Background: an optimization exercise with open tools, aiming at small area, a short achievable clock period and few clock cycles. Do not read the settings as production practice.
The RTL was checked by simulation tests, not by an equivalence proof against the original design.
Power is estimated from default activity; no workload was simulated. The flow treats the clock pin as an ideal source, which a real chip does not have.

==> nickel <==
## rpn_sequencer
module rpn_sequencer #(
    parameter int PROG_DEPTH = 64
) (
    input  logic                          clk,
    input  logic                          nrst,
    input  logic                          ld_valid,
    input  logic [17:0]                   ld_token,
    output logic                          ld_ready,
    input  logic                          prog_clr,
    input  logic                          start,
    input  logic [9:0]                    rpn_cnt,
    input  logic [15:0]                   rpn_out,
    output logic                          rpn_step,
    output logic                          rpn_push,
    output logic [1:0]                    rpn_op,
    output logic [15:0]                   rpn_d,
    output logic                          busy,
    output logic                          done,
    output logic                          err,
    output logic [$clog2(PROG_DEPTH)-1:0] err_pc,
    output logic [15:0]                   result,
    output logic [$clog2(PROG_DEPTH):0]   prog_len
);
    localparam int AW = $clog2(PROG_DEPTH);
    localparam logic [AW:0] LEN_MAX = (AW+1)'(PROG_DEPTH);
    logic [16:0]   prog_mem [PROG_DEPTH];
    logic [AW-1:0] rd_q;       
    logic [PROG_DEPTH-1:0] sel_q;   
    logic [16:0]   nxt_q;      
    logic          nxt_ok_q;   
    logic [AW:0]   len_q;
    logic          nrdy_q;     
    logic [9:0]    depth_q;    
    logic          step_q;
    logic          fin_q;      
    logic          push_q;
    logic [1:0]    op_q;
    logic [15:0]   d_q;
    logic          busy_q;
    logic          done_q;
    logic          err_q;
    logic [AW-1:0] err_pc_q;
    logic [15:0]   result_q;
    logic          ld_ready_c;
    logic          load_fire;
    logic [16:0]   wr_tok;
    logic [16:0]   rd_tok;
    logic [16:0]   tok0;
    always_comb begin
        wr_tok[16]   = (ld_token[17:16] == 2'd0);
        wr_tok[15:2] = ld_token[15:2];
        wr_tok[1:0]  = wr_tok[16] ? ld_token[1:0] : ld_token[17:16];
    end
    assign ld_ready_c = !(nrdy_q || start || prog_clr);
    assign load_fire  = ld_valid && ld_ready_c;
  ...
clock: 5.0 ns
lec_check: 0
cap_margin: 20
core_margin: 2
core_utilization: 70
setup_slack_margin: 2.5
slew_margin: 20
standard.sh (not shown) runs the stock make flow with config.mk's settings and CLKGATE_MAP_FILE= SYNTH_SCRIPT=/design/flow/synth_recipe.tcl, a recipe that flattens the netlist after the stock synthesis.
==> flow/flow/run.sh <==
#!/bin/bash
# Layout flow: the standard ORFS flow (standard.sh, unchanged synthesis
# and steps) with settings changed:
#  - port buffers are sky130_fd_sc_hd__buf_4 cells (every input and output
#    port is still buffered, as in the standard flow)
#  - clock tree synthesis inserts no dummy loads and clusters up to 32
#    sinks within 100 um per leaf buffer
# ORFS writes each step's full log under orfs/logs/; make's own output goes
# to flow_make.log in this folder.
set -euo pipefail
export BUFFER_PORTS_ARGS="-buffer_cell sky130_fd_sc_hd__buf_4"
export CTS_ARGS="-sink_clustering_enable -repair_clock_nets -dont_use_dummy_load -sink_clustering_size 32 -sink_clustering_max_diameter 100"
bash standard.sh finish > flow_make.log 2>&1
==> zinc (differences from nickel) <==
--- a/flow/design.v
+++ b/flow/design.v
@@ -22,14 +22,15 @@
     output logic [$clog2(PROG_DEPTH):0]   prog_len
 );
     localparam int AW = $clog2(PROG_DEPTH);
     localparam logic [AW:0] LEN_MAX = (AW+1)'(PROG_DEPTH);
     logic [16:0]   prog_mem [PROG_DEPTH];
     logic [AW-1:0] rd_q;       
     logic [PROG_DEPTH-1:0] sel_q;   
+    logic [16:0]   part_q [4];  
     logic [16:0]   nxt_q;      
     logic          nxt_ok_q;   
     logic [AW:0]   len_q;
     logic          nrdy_q;     
     logic [9:0]    depth_q;    
     logic          step_q;
     logic          fin_q;      
@@ -42,14 +43,16 @@
     logic [AW-1:0] err_pc_q;
     logic [15:0]   result_q;
     logic          ld_ready_c;
     logic          load_fire;
     logic [16:0]   wr_tok;
     logic [16:0]   rd_tok;
     logic [16:0]   tok0;
+    logic [16:0]   tok1;
+    logic [16:0]   part_d [4];
     always_comb begin
         wr_tok[16]   = (ld_token[17:16] == 2'd0);
         wr_tok[15:2] = ld_token[15:2];
         wr_tok[1:0]  = wr_tok[16] ? ld_token[1:0] : ld_token[17:16];
     end
     assign ld_ready_c = !(nrdy_q || start || prog_clr);
     assign load_fire  = ld_valid && ld_ready_c;
@@ -58,27 +61,31 @@
     logic [16:0]   wp_d_q;
     always_ff @(posedge clk) begin
         for (int i = 0; i < 8; i++) begin
             wp_hi_q[i] <= (len_q[5:3] == 3'(i));
             wp_lo_q[i] <= load_fire && (len_q[2:0] == 3'(i));
         end
         wp_d_q <= wr_tok;
-        for (int w = 0; w < 2; w++) begin
+        for (int w = 0; w < 3; w++) begin
             if (load_fire && len_q[AW-1:0] == AW'(w)) prog_mem[w] <= wr_tok;
         end
-        for (int w = 2; w < PROG_DEPTH; w++) begin
+        for (int w = 3; w < PROG_DEPTH; w++) begin
             if (wp_hi_q[w / 8] && wp_lo_q[w % 8]) prog_mem[w] <= wp_d_q;
         end
     end
     always_comb begin
-        rd_tok = '0;
-        for (int w = 0; w < PROG_DEPTH; w++) begin
-            rd_tok = rd_tok | (prog_mem[w] & {17{sel_q[w]}});
+        for (int p = 0; p < 4; p++) begin
+            part_d[p] = '0;
+            for (int w = p * (PROG_DEPTH / 4); w < (p + 1) * (PROG_DEPTH / 4); w++) begin
+                part_d[p] = part_d[p] | (prog_mem[w] & {17{sel_q[w]}});
+            end
         end
+        rd_tok = part_q[0] | part_q[1] | part_q[2] | part_q[3];
         tok0 = prog_mem[0];
+        tok1 = prog_mem[1];
     end
     logic start_go;
     always_comb begin
         if (tok0[16])               start_go = (rpn_cnt != 10'h3FF);
         else if (tok0[1:0] == 2'd1) start_go = (rpn_cnt != 10'd0);
         else                        start_go = (rpn_cnt[9:1] != 9'd0);
         start_go = start_go && (len_q != '0);
@@ -108,17 +115,18 @@
         if (nxt_q[16])               nxt_legal = !d_eq1023;
         else if (nxt_q[1:0] == 2'd1) nxt_legal = !d_eq0;
         else                         nxt_legal = d_ge2;
         go  = step_q && nxt_ok_q && nxt_legal;
         adv = busy_q ? go : start;
     end
     always_ff @(posedge clk) begin
-        nxt_q <= rd_tok;
-        rd_q  <= adv ? rd_q + 1'b1 : AW'(1);
-        sel_q <= adv ? {sel_q[PROG_DEPTH-2:0], sel_q[PROG_DEPTH-1]} : PROG_DEPTH'(2);
+        for (int p = 0; p < 4; p++) part_q[p] <= part_d[p];
+        nxt_q  <= busy_q ? rd_tok : tok1;
+        rd_q   <= adv ? rd_q + 1'b1 : AW'(1);
+        sel_q  <= adv ? {sel_q[PROG_DEPTH-2:0], sel_q[PROG_DEPTH-1]} : PROG_DEPTH'(4);
         if (busy_q) begin
             depth_q <= depth_q + (push_q ? 10'd1 : (is_add ? 10'h3FF : 10'd0));
             push_q  <= nxt_q[16];
             op_q    <= nxt_q[16] ? 2'd0 : nxt_q[1:0];
             d_q     <= nxt_q[16] ? nxt_q[15:0] : 16'd0;
             nxt_ok_q <= nxt_ok_q && (rd_q != len_q[AW-1:0]);
         end else begin
SETUP_SLACK_MARGIN = 2.55   (was 2.5)
==> run notes <==
item	nickel	zinc
First-pass GRT wire length	211000 microns	173000 microns
Post-Synthesis Cell Area	45100 sq um	46700 sq um
Signal buf overhead	2.58%	2.88%
Power consumption	18.3 mW	19.6 mW
Slowest cell on crit path	dfxtp_2	nor3_4
WP depth	4	3
Fraction of area in registers	76.2%	76.2%
Status	finished clean	finished clean
Met3 Routed Length	29500 microns	14700 microns
Routability cong.	0.942	0.905
Fraction of synthesized cell area taken by the top area cell type	73.5%	71.0%
Plain + repair buffers	165	178
Cell total after placement	3297	3444
Clock-cell share of area	2.34%	2.36%
Clock Sink Count	1273	1341
PostCTS Resize Cnt	8	14
Via count of the first global-routing pass	25800	25100
Post-Syn Nets	2502	2637
Tap cell count	855	864
Cells after Synth	2435	2570
Testbench counts of nickel, summed over its fixed seeds: cycles 22,275.
Testbench counts of zinc, summed over its fixed seeds: cycles 22,275.

---

==> build 57 <==
==> flow/design.v <==
module rpn_sequencer #(
    parameter int PROG_DEPTH = 64
) (
    input  logic                          clk,
    input  logic                          nrst,
    input  logic                          ld_valid,
    input  logic [17:0]                   ld_token,
    output logic                          ld_ready,
    input  logic                          prog_clr,
    input  logic                          start,
    input  logic [9:0]                    rpn_cnt,
    input  logic [15:0]                   rpn_out,
    output logic                          rpn_step,
    output logic                          rpn_push,
    output logic [1:0]                    rpn_op,
    output logic [15:0]                   rpn_d,
    output logic                          busy,
    output logic                          done,
    output logic                          err,
    output logic [$clog2(PROG_DEPTH)-1:0] err_pc,
    output logic [15:0]                   result,
    output logic [$clog2(PROG_DEPTH):0]   prog_len
);
    localparam int AW = $clog2(PROG_DEPTH);
    localparam logic [AW:0] LEN_MAX = (AW+1)'(PROG_DEPTH);
    logic [16:0]   prog_mem [PROG_DEPTH];
    logic [AW-1:0] rd_q;       
    logic [PROG_DEPTH-1:0] sel_q;   
    logic [16:0]   nxt_q;      
    logic          nxt_ok_q;   
    logic [AW:0]   len_q;
    logic          rdy_q;      
    logic [9:0]    depth_q;    
    logic          step_q;
    logic          fin_q;      
    logic          push_q;
    logic [1:0]    op_q;
    logic [15:0]   d_q;
    logic          busy_q;
    logic          done_q;
    logic          err_q;
    logic [AW-1:0] err_pc_q;
    logic [15:0]   result_q;
    logic          ld_ready_c;
    logic          load_fire;
    logic [16:0]   wr_tok;
    logic [16:0]   rd_tok;
    logic [16:0]   tok0;
    always_comb begin
        wr_tok[16]   = (ld_token[17:16] == 2'd0);
        wr_tok[15:2] = ld_token[15:2];
        wr_tok[1:0]  = wr_tok[16] ? ld_token[1:0] : ld_token[17:16];
    end
    assign ld_ready_c = rdy_q && !start && !prog_clr;
    assign load_fire  = ld_valid && ld_ready_c;
    logic [7:0]    wp_hi_q;
    logic [7:0]    wp_lo_q;
    logic [16:0]   wp_d_q;
    always_ff @(posedge clk) begin
        for (int i = 0; i < 8; i++) begin
            wp_hi_q[i] <= (len_q[5:3] == 3'(i));
            wp_lo_q[i] <= load_fire && (len_q[2:0] == 3'(i));
        end
        wp_d_q <= wr_tok;
        for (int w = 0; w < 2; w++) begin
            if (load_fire && len_q[AW-1:0] == AW'(w)) prog_mem[w] <= wr_tok;
        end
        for (int w = 2; w < PROG_DEPTH; w++) begin
            if (wp_hi_q[w / 8] && wp_lo_q[w % 8]) prog_mem[w] <= wp_d_q;
        end
    end
    always_comb begin
        rd_tok = '0;
        for (int w = 0; w < PROG_DEPTH; w++) begin
            rd_tok = rd_tok | (prog_mem[w] & {17{sel_q[w]}});
        end
        tok0 = prog_mem[0];
    end
    logic start_go;
    always_comb begin
        if (tok0[16])               start_go = (rpn_cnt != 10'h3FF);
        else if (tok0[1:0] == 2'd1) start_go = (rpn_cnt != 10'd0);
        else                        start_go = (rpn_cnt[9:1] != 9'd0);
        start_go = start_go && (len_q != '0);
    end
    logic d_eq1023, d_eq0, d_ge2;
    logic q_eq1022, q_eq1023, q_eq0, q_eq1, q_ge1, q_ge2, q_ge3;
    logic is_add;
    always_comb begin
        q_eq1023 = (depth_q == 10'd1023);
        q_eq1022 = (depth_q == 10'd1022);
        q_eq0    = (depth_q == 10'd0);
        q_eq1    = (depth_q == 10'd1);
        q_ge1    = !q_eq0;
        q_ge2    = (depth_q[9:1] != 9'd0);
        q_ge3    = q_ge2 && !(depth_q == 10'd2);
        is_add   = op_q[1];    
        if (push_q) begin
            d_eq1023 = q_eq1022; d_eq0 = 1'b0;  d_ge2 = q_ge1;
        end else if (is_add) begin
            d_eq1023 = 1'b0;     d_eq0 = q_eq1; d_ge2 = q_ge3;
        end else begin
            d_eq1023 = q_eq1023; d_eq0 = q_eq0; d_ge2 = q_ge2;
        end
    end
    logic nxt_legal, go, adv;
    always_comb begin
        if (nxt_q[16])               nxt_legal = !d_eq1023;
        else if (nxt_q[1:0] == 2'd1) nxt_legal = !d_eq0;
        else                         nxt_legal = d_ge2;
        go  = step_q && nxt_ok_q && nxt_legal;
        adv = busy_q ? go : start;
    end
    always_ff @(posedge clk) begin
        nxt_q <= rd_tok;
        rd_q  <= adv ? rd_q + 1'b1 : AW'(1);
        sel_q <= adv ? {sel_q[PROG_DEPTH-2:0], sel_q[PROG_DEPTH-1]} : PROG_DEPTH'(2);
        if (busy_q) begin
            depth_q <= depth_q + (push_q ? 10'd1 : (is_add ? 10'h3FF : 10'd0));
            push_q  <= nxt_q[16];
            op_q    <= nxt_q[16] ? 2'd0 : nxt_q[1:0];
            d_q     <= nxt_q[16] ? nxt_q[15:0] : 16'd0;
            nxt_ok_q <= nxt_ok_q && (rd_q != len_q[AW-1:0]);
        end else begin
            depth_q <= rpn_cnt;
            push_q  <= tok0[16];
            op_q    <= tok0[16] ? 2'd0 : tok0[1:0];
            d_q     <= tok0[16] ? tok0[15:0] : 16'd0;
            nxt_ok_q <= (len_q > (AW+1)'(1));
        end
        if (busy_q && step_q && nxt_ok_q && !nxt_legal) err_pc_q <= rd_q - 1'b1;
        if (busy_q && !step_q && !fin_q)                err_pc_q <= '0;
        if (busy_q && !step_q)                          result_q <= rpn_out;
    end
    always_ff @(posedge clk or negedge nrst) begin
        if (!nrst) begin
            len_q   <= '0;
            rdy_q   <= 1'b1;
            step_q  <= 1'b0;
            fin_q   <= 1'b0;
            busy_q  <= 1'b0;
            done_q  <= 1'b0;
            err_q   <= 1'b0;
        end else begin
            if (!busy_q) begin
                if (start) begin
                    done_q <= 1'b0;
                    err_q  <= 1'b0;
                    busy_q <= 1'b1;
                    rdy_q  <= 1'b0;
                    step_q <= start_go;
                end else if (prog_clr) begin
                    len_q <= '0;
                    rdy_q <= 1'b1;
                end else if (load_fire) begin
                    len_q <= len_q + 1'b1;
                    rdy_q <= (len_q != LEN_MAX - 1'b1);
                end
            end else if (step_q) begin
                if (!nxt_ok_q) begin
                    step_q <= 1'b0;
                    fin_q  <= 1'b1;
                end else if (!nxt_legal) begin
                    busy_q <= 1'b0;
                    rdy_q  <= !len_q[AW];
                    step_q <= 1'b0;
                    err_q  <= 1'b1;
                end
            end else begin
                busy_q <= 1'b0;
                rdy_q  <= !len_q[AW];
                fin_q  <= 1'b0;
                if (fin_q || len_q == '0) done_q <= 1'b1;
                else                      err_q  <= 1'b1;
            end
        end
    end
    assign ld_ready  = ld_ready_c;
    assign rpn_step  = step_q;
    assign rpn_push  = push_q;
    assign rpn_op    = op_q;
    assign rpn_d     = d_q;
    assign busy      = busy_q;
    assign done      = done_q;
    assign err       = err_q;
    assign err_pc    = err_pc_q;
    assign result    = result_q;
    assign prog_len  = len_q;
endmodule
==> flow/run.sh <==
#!/bin/bash
# synth_recipe.tcl (not shown) runs the flow's synth.tcl, then flattens the netlist and writes it again
# the make line also repeats each setting of config.mk as NAME=value (left out here)
make -C /OpenROAD-flow-scripts/flow DESIGN_CONFIG=/design/flow/config.mk WORK_HOME=/design/flow/orfs CLKGATE_MAP_FILE= SYNTH_SCRIPT=/design/flow/synth_recipe.tcl finish
==> flow/config.mk <==
export PLATFORM = sky130hd
export DESIGN_NAME = rpn_sequencer
export DESIGN_NICKNAME = rpn_sequencer
export VERILOG_FILES = /design/flow/design.v
export SDC_FILE = /design/flow/constraint.sdc
export NUM_CORES = 4
export LEC_CHECK = 0
export CAP_MARGIN = 20
export CORE_MARGIN = 2
export CORE_UTILIZATION = 65
export SETUP_SLACK_MARGIN = 2.5
export SLEW_MARGIN = 20
==> flow/constraint.sdc <==
create_clock -name core_clock -period 5.0 [get_ports {clk}]
set_input_delay 1.0000 -clock core_clock [delete_from_list [all_inputs] [get_ports {clk}]]
set_output_delay 1.0000 -clock core_clock [all_outputs]
set_load 0.01 [all_outputs]
==> build 68 (differences from build 57) <==
--- a/flow/design.v
+++ b/flow/design.v
@@ -26,10 +26,11 @@
     logic [16:0]   prog_mem [PROG_DEPTH];
     logic [AW-1:0] rd_q;       
     logic [PROG_DEPTH-1:0] sel_q;   
+    logic [16:0]   part_q [4];  
     logic [16:0]   nxt_q;      
     logic          nxt_ok_q;   
     logic [AW:0]   len_q;
-    logic          rdy_q;      
+    logic          nrdy_q;     
     logic [9:0]    depth_q;    
     logic          step_q;
     logic          fin_q;      
@@ -46,12 +47,14 @@
     logic [16:0]   wr_tok;
     logic [16:0]   rd_tok;
     logic [16:0]   tok0;
+    logic [16:0]   tok1;
+    logic [16:0]   part_d [4];
     always_comb begin
         wr_tok[16]   = (ld_token[17:16] == 2'd0);
         wr_tok[15:2] = ld_token[15:2];
         wr_tok[1:0]  = wr_tok[16] ? ld_token[1:0] : ld_token[17:16];
     end
-    assign ld_ready_c = rdy_q && !start && !prog_clr;
+    assign ld_ready_c = !(nrdy_q || start || prog_clr);
     assign load_fire  = ld_valid && ld_ready_c;
     logic [7:0]    wp_hi_q;
     logic [7:0]    wp_lo_q;
@@ -62,19 +65,23 @@
             wp_lo_q[i] <= load_fire && (len_q[2:0] == 3'(i));
         end
         wp_d_q <= wr_tok;
-        for (int w = 0; w < 2; w++) begin
+        for (int w = 0; w < 3; w++) begin
             if (load_fire && len_q[AW-1:0] == AW'(w)) prog_mem[w] <= wr_tok;
         end
-        for (int w = 2; w < PROG_DEPTH; w++) begin
+        for (int w = 3; w < PROG_DEPTH; w++) begin
             if (wp_hi_q[w / 8] && wp_lo_q[w % 8]) prog_mem[w] <= wp_d_q;
         end
     end
     always_comb begin
-        rd_tok = '0;
-        for (int w = 0; w < PROG_DEPTH; w++) begin
-            rd_tok = rd_tok | (prog_mem[w] & {17{sel_q[w]}});
+        for (int p = 0; p < 4; p++) begin
+            part_d[p] = '0;
+            for (int w = p * (PROG_DEPTH / 4); w < (p + 1) * (PROG_DEPTH / 4); w++) begin
+                part_d[p] = part_d[p] | (prog_mem[w] & {17{sel_q[w]}});
+            end
         end
+        rd_tok = part_q[0] | part_q[1] | part_q[2] | part_q[3];
         tok0 = prog_mem[0];
+        tok1 = prog_mem[1];
     end
     logic start_go;
     always_comb begin
@@ -112,9 +119,10 @@
         adv = busy_q ? go : start;
     end
     always_ff @(posedge clk) begin
-        nxt_q <= rd_tok;
-        rd_q  <= adv ? rd_q + 1'b1 : AW'(1);
-        sel_q <= adv ? {sel_q[PROG_DEPTH-2:0], sel_q[PROG_DEPTH-1]} : PROG_DEPTH'(2);
+        for (int p = 0; p < 4; p++) part_q[p] <= part_d[p];
+        nxt_q  <= busy_q ? rd_tok : tok1;
+        rd_q   <= adv ? rd_q + 1'b1 : AW'(1);
+        sel_q  <= adv ? {sel_q[PROG_DEPTH-2:0], sel_q[PROG_DEPTH-1]} : PROG_DEPTH'(4);
         if (busy_q) begin
             depth_q <= depth_q + (push_q ? 10'd1 : (is_add ? 10'h3FF : 10'd0));
             push_q  <= nxt_q[16];
@@ -135,7 +143,7 @@
     always_ff @(posedge clk or negedge nrst) begin
         if (!nrst) begin
             len_q   <= '0;
-            rdy_q   <= 1'b1;
+            nrdy_q  <= 1'b0;
             step_q  <= 1'b0;
             fin_q   <= 1'b0;
             busy_q  <= 1'b0;
@@ -147,14 +155,14 @@
                     done_q <= 1'b0;
                     err_q  <= 1'b0;
                     busy_q <= 1'b1;
-                    rdy_q  <= 1'b0;
+                    nrdy_q <= 1'b1;
                     step_q <= start_go;
                 end else if (prog_clr) begin
                     len_q <= '0;
-                    rdy_q <= 1'b1;
+                    nrdy_q <= 1'b0;
                 end else if (load_fire) begin
                     len_q <= len_q + 1'b1;
-                    rdy_q <= (len_q != LEN_MAX - 1'b1);
+                    nrdy_q <= (len_q == LEN_MAX - 1'b1);
                 end
             end else if (step_q) begin
                 if (!nxt_ok_q) begin
@@ -162,13 +170,13 @@
                     fin_q  <= 1'b1;
                 end else if (!nxt_legal) begin
                     busy_q <= 1'b0;
-                    rdy_q  <= !len_q[AW];
+                    nrdy_q <= len_q[AW];
                     step_q <= 1'b0;
                     err_q  <= 1'b1;
                 end
             end else begin
                 busy_q <= 1'b0;
-                rdy_q  <= !len_q[AW];
+                nrdy_q <= len_q[AW];
                 fin_q  <= 1'b0;
                 if (fin_q || len_q == '0) done_q <= 1'b1;
                 else                      err_q  <= 1'b1;
==> flow/flow/run.sh (new file) <==
#!/bin/bash
# Layout flow: the standard ORFS flow (standard.sh, unchanged synthesis
# and steps) with settings changed:
#  - port buffers are sky130_fd_sc_hd__buf_4 cells (every input and output
#    port is still buffered, as in the standard flow)
#  - clock tree synthesis inserts no dummy loads and clusters up to 25
#    sinks within 80 um per leaf buffer
# ORFS writes each step's full log under orfs/logs/; make's own output goes
# to flow_make.log in this folder.
set -euo pipefail
export BUFFER_PORTS_ARGS="-buffer_cell sky130_fd_sc_hd__buf_4"
export CTS_ARGS="-sink_clustering_enable -repair_clock_nets -dont_use_dummy_load -sink_clustering_size 25 -sink_clustering_max_diameter 80"
bash standard.sh finish > flow_make.log 2>&1
==> flow/standard.sh (new file) <==
#!/bin/bash
# synth_recipe.tcl (not shown) runs the flow's synth.tcl, then flattens the netlist and writes it again
# the make line also repeats each setting of config.mk as NAME=value (left out here)
make -C /OpenROAD-flow-scripts/flow DESIGN_CONFIG=/design/flow/config.mk WORK_HOME=/design/flow/orfs CLKGATE_MAP_FILE= SYNTH_SCRIPT=/design/flow/synth_recipe.tcl "${@:-finish}"
--- a/flow/config.mk
+++ b/flow/config.mk
@@ -7,6 +7,6 @@
 export LEC_CHECK = 0
 export CAP_MARGIN = 20
 export CORE_MARGIN = 2
-export CORE_UTILIZATION = 65
-export SETUP_SLACK_MARGIN = 2.5
+export CORE_UTILIZATION = 70
+export SETUP_SLACK_MARGIN = 2.55
 export SLEW_MARGIN = 20
removed: flow/run.sh
==> trial 76 (differences from build 57) <==
--- a/flow/design.v
+++ b/flow/design.v
@@ -29,7 +29,7 @@
     logic [16:0]   nxt_q;      
     logic          nxt_ok_q;   
     logic [AW:0]   len_q;
-    logic          rdy_q;      
+    logic          nrdy_q;     
     logic [9:0]    depth_q;    
     logic          step_q;
     logic          fin_q;      
@@ -51,7 +51,7 @@
         wr_tok[15:2] = ld_token[15:2];
         wr_tok[1:0]  = wr_tok[16] ? ld_token[1:0] : ld_token[17:16];
     end
-    assign ld_ready_c = rdy_q && !start && !prog_clr;
+    assign ld_ready_c = !(nrdy_q || start || prog_clr);
     assign load_fire  = ld_valid && ld_ready_c;
     logic [7:0]    wp_hi_q;
     logic [7:0]    wp_lo_q;
@@ -135,7 +135,7 @@
     always_ff @(posedge clk or negedge nrst) begin
         if (!nrst) begin
             len_q   <= '0;
-            rdy_q   <= 1'b1;
+            nrdy_q  <= 1'b0;
             step_q  <= 1'b0;
             fin_q   <= 1'b0;
             busy_q  <= 1'b0;
@@ -147,14 +147,14 @@
                     done_q <= 1'b0;
                     err_q  <= 1'b0;
                     busy_q <= 1'b1;
-                    rdy_q  <= 1'b0;
+                    nrdy_q <= 1'b1;
                     step_q <= start_go;
                 end else if (prog_clr) begin
                     len_q <= '0;
-                    rdy_q <= 1'b1;
+                    nrdy_q <= 1'b0;
                 end else if (load_fire) begin
                     len_q <= len_q + 1'b1;
-                    rdy_q <= (len_q != LEN_MAX - 1'b1);
+                    nrdy_q <= (len_q == LEN_MAX - 1'b1);
                 end
             end else if (step_q) begin
                 if (!nxt_ok_q) begin
@@ -162,13 +162,13 @@
                     fin_q  <= 1'b1;
                 end else if (!nxt_legal) begin
                     busy_q <= 1'b0;
-                    rdy_q  <= !len_q[AW];
+                    nrdy_q <= len_q[AW];
                     step_q <= 1'b0;
                     err_q  <= 1'b1;
                 end
             end else begin
                 busy_q <= 1'b0;
-                rdy_q  <= !len_q[AW];
+                nrdy_q <= len_q[AW];
                 fin_q  <= 1'b0;
                 if (fin_q || len_q == '0) done_q <= 1'b1;
                 else                      err_q  <= 1'b1;
==> flow/flow/run.sh (new file) <==
#!/bin/bash
# Layout flow: the standard ORFS flow (standard.sh, unchanged synthesis
# and steps) with settings changed:
#  - port buffers are sky130_fd_sc_hd__buf_4 cells (every input and output
#    port is still buffered, as in the standard flow)
#  - clock tree synthesis inserts no dummy loads and clusters up to 25
#    sinks within 80 um per leaf buffer
# ORFS writes each step's full log under orfs/logs/; make's own output goes
# to flow_make.log in this folder.
set -euo pipefail
export BUFFER_PORTS_ARGS="-buffer_cell sky130_fd_sc_hd__buf_4"
export CTS_ARGS="-sink_clustering_enable -repair_clock_nets -dont_use_dummy_load -sink_clustering_size 25 -sink_clustering_max_diameter 80"
bash standard.sh finish > flow_make.log 2>&1
==> flow/standard.sh (new file) <==
#!/bin/bash
# synth_recipe.tcl (not shown) runs the flow's synth.tcl, then flattens the netlist and writes it again
# the make line also repeats each setting of config.mk as NAME=value (left out here)
make -C /OpenROAD-flow-scripts/flow DESIGN_CONFIG=/design/flow/config.mk WORK_HOME=/design/flow/orfs CLKGATE_MAP_FILE= SYNTH_SCRIPT=/design/flow/synth_recipe.tcl "${@:-finish}"
removed: flow/run.sh
==> comparison <==
Between build 68 and trial 76, the lower maximum frequency is in trial 76 (gap about 10%, measured against trial 76).
In build 68 the clock skew is lower than in trial 76, by 0.018 ns.
Against build 57, the power of build 68 is lower by about 7%.
Count of clock-buffer cells in the layout, lowest first: trial 76, build 68, build 57.
Synthesized cell count: build 68 > build 57 > trial 76.
The lowest synthesized area belongs to trial 76, the highest to build 68.
The highest die area belongs to build 57, the lowest to build 68.
Testbench counts of build 57, summed over its fixed seeds: cycles 22,275.
Testbench counts of build 68, summed over its fixed seeds: cycles 22,275.
Testbench counts of trial 76, summed over its fixed seeds: cycles 22,275.

-- afterwards: timing with drivers on the ports --
In the flow no input, the clock included, has a driving cell. The finished layouts below were timed again as built, in two steps. Step 1 assumes that a clkbuf_16 drives the clock port and a buf_2 every other input. Step 2, shift: input delay + t, output delay - t, t = (earliest + latest rising clock arrival at the registers) / 2. This alone moves slack from input paths to output paths. Three values: ideal, step 1, step 2; two values: the first two.
run | shift t [ns] | slack for setup (ns) | worst slew at a driven data input, ns | cell pins on the clock port's net
nickel | 0.716 | 2.398 / 2.398 / 2.033 | 0.07 | 1
zinc | 0.709 | 2.566 / 2.523 / 2.028 | 0.12 | 1
build 57 | 0.762 | 2.378 / 2.378 / 1.884 | 0.09 | 1
build 68 | 0.722 | 2.566 / 2.517 / 2.016 | 0.12 | 1
trial 76 | 0.716 | 2.325 / 2.325 / 2.064 | 0.10 | 1
After both steps setup and hold are still met in every run listed. The setup slack of build 68, which loses most, moves by -0.049 ns with the drivers and by -0.550 ns with both steps.
